Background: an optimization exercise with open tools, aiming at small area and a short achievable clock period. Do not read the settings as production practice. In this exercise RTL edits were held to simulation tests only and were not proved equivalent to the original. Power is estimated from default activity; no workload was simulated.

==> design/flow/design.v <==
package memArbPkg;
  localparam int nMasters   = 4;   
  localparam int sliceLen   = 4;   
  localparam int addrW      = 6;   
  localparam int dataW      = 16;
  localparam int queueDepth = 4;   
  typedef logic [addrW-1:0]    addr_t;      
  typedef logic [dataW-1:0]    data_t;      
  typedef logic [nMasters-1:0] grant_t;     
  typedef logic [1:0]          slotCnt_t;   
  typedef enum logic [2:0] {
    idle = 3'd0,
    own0 = 3'd1,
    own1 = 3'd2,
    own2 = 3'd3,
    own3 = 3'd4
  } arbState_e;
endpackage
`timescale 1ns/1ps
module cmdQueueMaster (
  input  logic             clk,
  input  logic             rst,
  input  logic             cmdValid,
  input  logic             cmdWrite,
  input  memArbPkg::addr_t cmdAddr,
  input  memArbPkg::data_t cmdData,
  input  logic             pop,         
  output logic             cmdFull,
  output logic             req,         
  output logic             nextReq,     
  output logic             nextWrite,   
  output memArbPkg::addr_t nextAddr,
  output memArbPkg::data_t nextData
);
  logic             qWrite [memArbPkg::queueDepth];
  memArbPkg::addr_t qAddr  [memArbPkg::queueDepth];
  memArbPkg::data_t qData  [memArbPkg::queueDepth];
  logic [1:0] wrPtr;
  logic [1:0] rdPtr;
  logic [2:0] count;   
  logic       push;
  logic [1:0] nextRd;
  logic       bypass;
  assign cmdFull = count[2];
  assign req     = (count != 3'd0);
  assign push    = cmdValid && !count[2];
  always_ff @(posedge clk) begin
    if (push) begin
      qWrite[wrPtr] <= cmdWrite;
      qAddr[wrPtr]  <= cmdAddr;
      qData[wrPtr]  <= cmdData;
    end
  end
  always_ff @(posedge clk or negedge rst) begin
    if (!rst) begin
      wrPtr <= '0;
      rdPtr <= '0;
      count <= '0;
    end else begin
      if (push) wrPtr <= wrPtr + 2'd1;
      if (pop)  rdPtr <= rdPtr + 2'd1;
      case ({push, pop})
        2'b10:   count <= count + 3'd1;
        2'b01:   count <= count - 3'd1;
        default: count <= count;
      endcase
    end
  end
  assign nextRd  = rdPtr + {1'b0, pop};
  assign bypass  = (count == {2'b00, pop});
  assign nextReq = !bypass || push;
  always_comb begin
    if (bypass) begin
      nextWrite = cmdWrite;
      nextAddr  = cmdAddr;
      nextData  = cmdData;
    end else begin
      nextWrite = qWrite[nextRd];
      nextAddr  = qAddr[nextRd];
      nextData  = qData[nextRd];
    end
  end
endmodule
`timescale 1ns/1ps
module sliceArbiter (
  input  logic                           clk,
  input  logic                           rst,
  input  logic [memArbPkg::nMasters-1:0] req,
  output memArbPkg::grant_t              gnt,
  output memArbPkg::grant_t              nextGnt
);
  memArbPkg::slotCnt_t cnt;
  logic                idle;
  logic                sliceEnd;
  assign idle     = (gnt == '0);
  assign sliceEnd = (cnt == 2'd3);
  always_comb begin
    nextGnt = gnt;
    if (idle) begin
      casez (req)
        4'b???1: nextGnt = 4'b0001;
        4'b??10: nextGnt = 4'b0010;
        4'b?100: nextGnt = 4'b0100;
        4'b1000: nextGnt = 4'b1000;
        default: nextGnt = 4'b0000;
      endcase
    end else if (sliceEnd) begin
      nextGnt = '0;
      for (int o = 0; o < 4; o++) begin
        if (gnt[o]) begin
          for (int k = 3; k >= 0; k--) begin
            if (req[(o + 1 + k) % 4]) nextGnt = 4'(1 << ((o + 1 + k) % 4));
          end
        end
      end
    end
  end
  always_ff @(posedge clk or negedge rst) begin
    if (!rst) begin
      gnt <= '0;
      cnt <= '0;
    end else begin
      gnt <= nextGnt;
      cnt <= (idle || sliceEnd) ? 2'd0 : cnt + 2'd1;
    end
  end
endmodule
`timescale 1ns/1ps
module sharedRam (
  input  logic                           clk,
  input  logic                           rst,
  input  memArbPkg::grant_t              gnt,
  input  logic                           issValid,
  input  logic                           issWrite,
  input  memArbPkg::addr_t               issAddr,
  input  memArbPkg::data_t               issData,
  output logic [memArbPkg::nMasters-1:0] rdValid,
  output memArbPkg::data_t               rdData
);
  memArbPkg::data_t mem [2**memArbPkg::addrW];
  always_ff @(posedge clk) begin
    if (issValid && issWrite) begin
      mem[issAddr] <= issData;
    end
  end
  always_ff @(posedge clk) begin
    rdData <= mem[issAddr];
  end
  always_ff @(posedge clk or negedge rst) begin
    if (!rst) begin
      rdValid <= '0;
    end else begin
      rdValid <= (issValid && !issWrite) ? gnt : '0;
    end
  end
endmodule
`timescale 1ns/1ps
module sharedMemSys (
  input  logic                           clk,
  input  logic                           rst,
  input  logic [memArbPkg::nMasters-1:0] cmdValid,
  input  logic [memArbPkg::nMasters-1:0] cmdWrite,
  input  logic [memArbPkg::nMasters*memArbPkg::addrW-1:0] cmdAddr,   
  input  logic [memArbPkg::nMasters*memArbPkg::dataW-1:0] cmdData,   
  output logic [memArbPkg::nMasters-1:0] cmdFull,
  output logic [memArbPkg::nMasters-1:0] rdValid,
  output memArbPkg::data_t               rdData,
  output memArbPkg::grant_t              gnt
);
  localparam int NM = memArbPkg::nMasters;
  localparam int AW = memArbPkg::addrW;
  localparam int DW = memArbPkg::dataW;
  logic [NM-1:0]    req;
  logic [NM-1:0]    nextReq;
  logic [NM-1:0]    nextWrite;
  logic [NM*AW-1:0] nextAddr;
  logic [NM*DW-1:0] nextData;
  memArbPkg::grant_t nextGnt;
  logic             issValid;
  logic             issWrite;
  memArbPkg::addr_t issAddr;
  memArbPkg::data_t issData;
  for (genvar i = 0; i < NM; i++) begin : gMaster
    cmdQueueMaster queueMaster (
      .clk       (clk),
      .rst       (rst),
      .cmdValid  (cmdValid[i]),
      .cmdWrite  (cmdWrite[i]),
      .cmdAddr   (cmdAddr[i*AW +: AW]),
      .cmdData   (cmdData[i*DW +: DW]),
      .pop       (issValid && gnt[i]),
      .cmdFull   (cmdFull[i]),
      .req       (req[i]),
      .nextReq   (nextReq[i]),
      .nextWrite (nextWrite[i]),
      .nextAddr  (nextAddr[i*AW +: AW]),
      .nextData  (nextData[i*DW +: DW])
    );
  end
  sliceArbiter arbiter (
    .clk     (clk),
    .rst     (rst),
    .req     (req),
    .gnt     (gnt),
    .nextGnt (nextGnt)
  );
  logic             selWrite;
  memArbPkg::addr_t selAddr;
  memArbPkg::data_t selData;
  always_comb begin
    selWrite = 1'b0;
    selAddr  = '0;
    selData  = '0;
    for (int i = 0; i < NM; i++) begin
      selWrite = selWrite | (nextWrite[i] & nextGnt[i]);
      selAddr  = selAddr | (nextAddr[i*AW +: AW] & {AW{nextGnt[i]}});
      selData  = selData | (nextData[i*DW +: DW] & {DW{nextGnt[i]}});
    end
  end
  always_ff @(posedge clk or negedge rst) begin
    if (!rst) begin
      issValid <= 1'b0;
    end else begin
      issValid <= |(nextGnt & nextReq);
    end
  end
  always_ff @(posedge clk) begin
    issWrite <= selWrite;
    issAddr  <= selAddr;
    issData  <= selData;
  end
  sharedRam ram (
    .clk      (clk),
    .rst      (rst),
    .gnt      (gnt),
    .issValid (issValid),
    .issWrite (issWrite),
    .issAddr  (issAddr),
    .issData  (issData),
    .rdValid  (rdValid),
    .rdData   (rdData)
  );
endmodule
==> design/flow/run.sh <==
#!/bin/bash
# synth_recipe.tcl (not shown) runs the flow's synth.tcl, then flattens the netlist and writes it again
# the make line also repeats each setting of config.mk as NAME=value (left out here)
make -C /OpenROAD-flow-scripts/flow DESIGN_CONFIG=/design/flow/config.mk WORK_HOME=/design/flow/orfs CLKGATE_MAP_FILE= SYNTH_SCRIPT=/design/flow/synth_recipe.tcl finish
==> design/flow/config.mk <==
export PLATFORM = sky130hd
export DESIGN_NAME = sharedMemSys
export DESIGN_NICKNAME = sharedMemSys
export VERILOG_FILES = /design/flow/design.v
export SDC_FILE = /design/flow/constraint.sdc
export NUM_CORES = 4
export LEC_CHECK = 0
export CAP_MARGIN = 20
export CORE_MARGIN = 2
export CORE_UTILIZATION = 55
export SETUP_SLACK_MARGIN = 1.8
export SLEW_MARGIN = 20
==> design/flow/constraint.sdc <==
create_clock -name core_clock -period 4.0 [get_ports {clk}]
set_input_delay 0.8000 -clock core_clock [delete_from_list [all_inputs] [get_ports {clk}]]
set_output_delay 0.8000 -clock core_clock [all_outputs]
set_load 0.01 [all_outputs]
==> reports/qor.yml <==
outcome:
  status: "timing/DRC/antenna clean"
sta:
  finalSetupTns_ps: 0
  worst_pin_slew_ps: 1100
  whs_ps: 447
  fin_skew_ps: 17.6
  fin_crit_sh_pct: 65.4
  rsz0062_at_grt: "true"
  final_max_slew_viol_count: 0
  finalHoldViolCount: 0
  max_slew_margin_pct: 26.5
  setup_viol: 0
  layout_min_cycle_time_ps: 2620
  clock.fmax_mhz: 382
  fin_ws_ps: 1380
grt:
  grt_pass1_wl_um: 252000
  grt_overflow: 0
  grt_pass1_vias: 33655
  grt_usage_pct: 33.5
  antenna_found_initial: 13
  grt_max_degree: 65
logic_synthesis:
  synth_common_cells: "1392 x edfxtp_1, 193 x mux4_2, 148 x mux2_2"
  ys_seq_area_share_pct: 75.3
  synth_top_cells_by_area: "edfxtp_1 72%, mux4_2 7.5%, mux2_2 2.9%"
  yosysTopAreaCell: "edfxtp_1"
  synth_area_per_cell_um2: 19.0
  syn_nets: 3174
  synth_edf_count: 1392
  ys_types: 72
  ys.flop_type: "edfxtp_1"
  synthCells: 3047
  async_reset_ff_share_pct: 2.65
  mappedNetlistArea_mm2: 0.0578
  yosys_warnings: 4
  synth_most_common_cell: "edfxtp_1"
  ys_ff_latch: 1470
  yosys.area.top_type_share_pct: 72.3
route:
  finalWirelength_um: 181000
  drc: 0
  routed_via_density: 6.67
  first_pass_iters: 9
  detail-route-antenna-nets: 0
  num_vias: 33823
  drt_iter0_markers: 4749
  wl_per_cell_um: 35.6
critical_path:
  cpPeakStageDelay_ps: 520
  crit_arrival_ps: 3240
  cp_num_buf_inv: 2
  cp_max_fo: 5
  cpMostUsedCell: "buf_12"
  cp_top_family: "compound AO/OA/AOI/OAI gates"
  cp-start-kind: "register"
  crit_path_end_kind: "register"
  critPathKind: "register to register"
  worstPathRequired_ps: 4620
  slowest_stage: "a222oi_1"
  path_cells: "buf_12 > buf_12 > mux2_4 > a221o_1 > a222oi_1 > o2bb2ai_1 > or4_1"
finish:
  areaGrowthSynthToFinish_pct: 26.1
  nets: 3700
  regArea_mm2: 0.0436
  layout-drive-gt1-share_pct: 37.0
  multiInputGateArea_mm2: 0.0154
  fillers: 6509
clocking:
  cts_max_path_buffers: 3
  clkLatencyLatePin_ps: 760
  cts_tree: "built"
  clkSinkCount: 1470
  clkSlewWorstSetupHoldPaths_ps: 60
  cts-root-buf: "clkbuf_16"
  cts_max_level: 4
  cts_buffers: 151
pwr:
  total_power_mw: 62.7
  powerDensity_mw_per_mm2: 860
  p_leak_nw: 24.2
  peakVddDrop_v: 0.000560
placement:
  post-place-ws_ps: 734
  io_buffers: 125
  dp_hpwl_um: 106000
  routabilityCongestion: 0.959
floorplan:
  start_util_pct: 55.6
  ios: 126
  rows: 118
  die_x_um: 328
  die_h_um: 328
  die-area_mm2: 0.108
  coreArea_mm2: 0.104
hold_path:
  hp-class: "register to register"
run:
  cap_violations: 0
==> final timing paths <==
path                                start                              end  slack (ps)  cells after the start
setup / recovery               issAddr[1]                    ram.rdData[2]        1380                      7
hold / removal             arbiter.cnt[0]                   arbiter.cnt[0]         450                      1
setup reg to reg               issAddr[1]                    ram.rdData[2]        1380                      7
hold reg to reg            arbiter.cnt[0]                   arbiter.cnt[0]         450                      1
max in group asynchronous             rst  gMaster[0].queueMaster.count[2]        2660                      3
min in group asynchronous             rst                   ram.rdValid[1]         530                      2
==> cell type report <==
cell class,count,share of cell area (%)
Multi-Input combinational cell,1342,21.2
Sequential cell,1470,59.8
Inverter,35,0.211
Clock inverter,70,0.856
Antenna cell,5,0.0172
Timing Repair Buffer,573,9.90
Tap cell,1380,2.37
Clock buffer,199,5.63
==> placed cells by master (no fill, tap or decap), drive strengths merged, types with 18 or more instances in the layout <==
cell | netlist | final
edfxtp | 1392 | 1392
buf | 115 | 439
clkbuf | 85 | 208
mux4 | 193 | 193
mux2 | 153 | 153
o21ai | 116 | 116
mux2i | 113 | 113
nor2 | 100 | 100
clkdlybuf4s50 | 0 | 95
a221oi | 86 | 86
nand2 | 73 | 73
a22oi | 70 | 70
o22ai | 57 | 57
clkinv | 0 | 54
dfrtp | 39 | 39
dfxtp | 39 | 39
inv | 35 | 38
a21oi | 34 | 34
a221o | 31 | 31
ha | 25 | 25
o2111ai | 25 | 25
a31oi | 21 | 21
and2 | 21 | 21
a211oi | 18 | 18
==> report_power, final <==
group | switching [mW] | internal, mW
logic | 15.3 | 12.2
registers | 1.67 | 19.9
clock network | 5.67 | 7.95
total | 22.6 | 40.0
==> sequential cells by signal, summed over array words and instances, names as in the netlist, 2 cells and up <==
name                        count
issAddr                         6
gMaster.queueMaster.qWrite     16
gMaster.queueMaster.count      12
ram.rdData                     16
gMaster.queueMaster.qAddr      96
issData                        16
ram.rdValid                     4
gMaster.queueMaster.rdPtr       8
ram.mem                      1024
gMaster.queueMaster.qData     256
arbiter.cnt                     2
gMaster.queueMaster.wrPtr       8
arbiter.gnt                     4
==> kinds of logic (layout without fill, tap and decap cells) <==
family | Yosys count | after routing | synth area share [%]
AO/OA/AOI/OAI | 528 | 528 | 6.62
XOR/XNOR | 28 | 28 | 0.424
adder cells (fa/ha/maj) | 29 | 29 | 0.680
buffers and inverters | 235 | 877 | 1.97
flip-flops | 1470 | 1470 | 75.3
multiplexers | 459 | 459 | 12.5
other | 0 | 5 | 0
AND/OR/NAND/NOR | 298 | 298 | 2.51
==> layer usage <==
metal / track usage (%) / up-vias / part of all wire, %
met5: 0 / - / 0.023
met4: 16.7 / 8 / 5.8
met1: 43.8 / 17622 / 36
li1: - / 13661 / -
met3: 7.27 / 495 / 9.4
met2: 53.6 / 2037 / 48
==> what timing repair did <==
action | in CTS | in global routing
gates resized for setup | 591 | 111
pin swaps | 111 | 47
hold buffers | 1 | 0
setup buffers | 201 | 42
gates cloned | 30 | 9
setup endpoints to repair | 1051 | 338
endpoints found under the hold margin | 9 | 0
==> per-stage QoR <==
stage	cells	utilization, %	instance area (µm²)
finish	5074	70.1	72900
global route	5069	70.1	72900
CTS	5018	69.0	71800
detailed placement	4517	59.5	61900
global placement	4517	59.5	61900
floorplan	3047	-	58500

[what the ideal ports hide]
No port has a modelled driver above. Below, the same layout with a new extraction and two added sets of constraints.
Step 1: set_driving_cell puts a clkbuf_16 on clk and a buf_2 on each other input, an assumption about the parent block.
Step 2 also shifts input and output timing later by t, the mid clock arrival at the registers, as if the neighbouring blocks saw the same clock.
Slacks: ideal ports / drivers / drivers and shift; pairs: ideal ports / drivers.
t, ns: 0.824
setup slack, ns: 1.383 / 1.383 / 1.133
clock arrival spread, ns: 0.024 / 0.023
worst data-port slew with drivers (ns): 0.13
pins driven straight from the clock port: 1
After both steps this run still meets setup and hold. For this run, drivers alone change the setup slack by 0.000 ns; drivers and shift together by -0.250 ns.
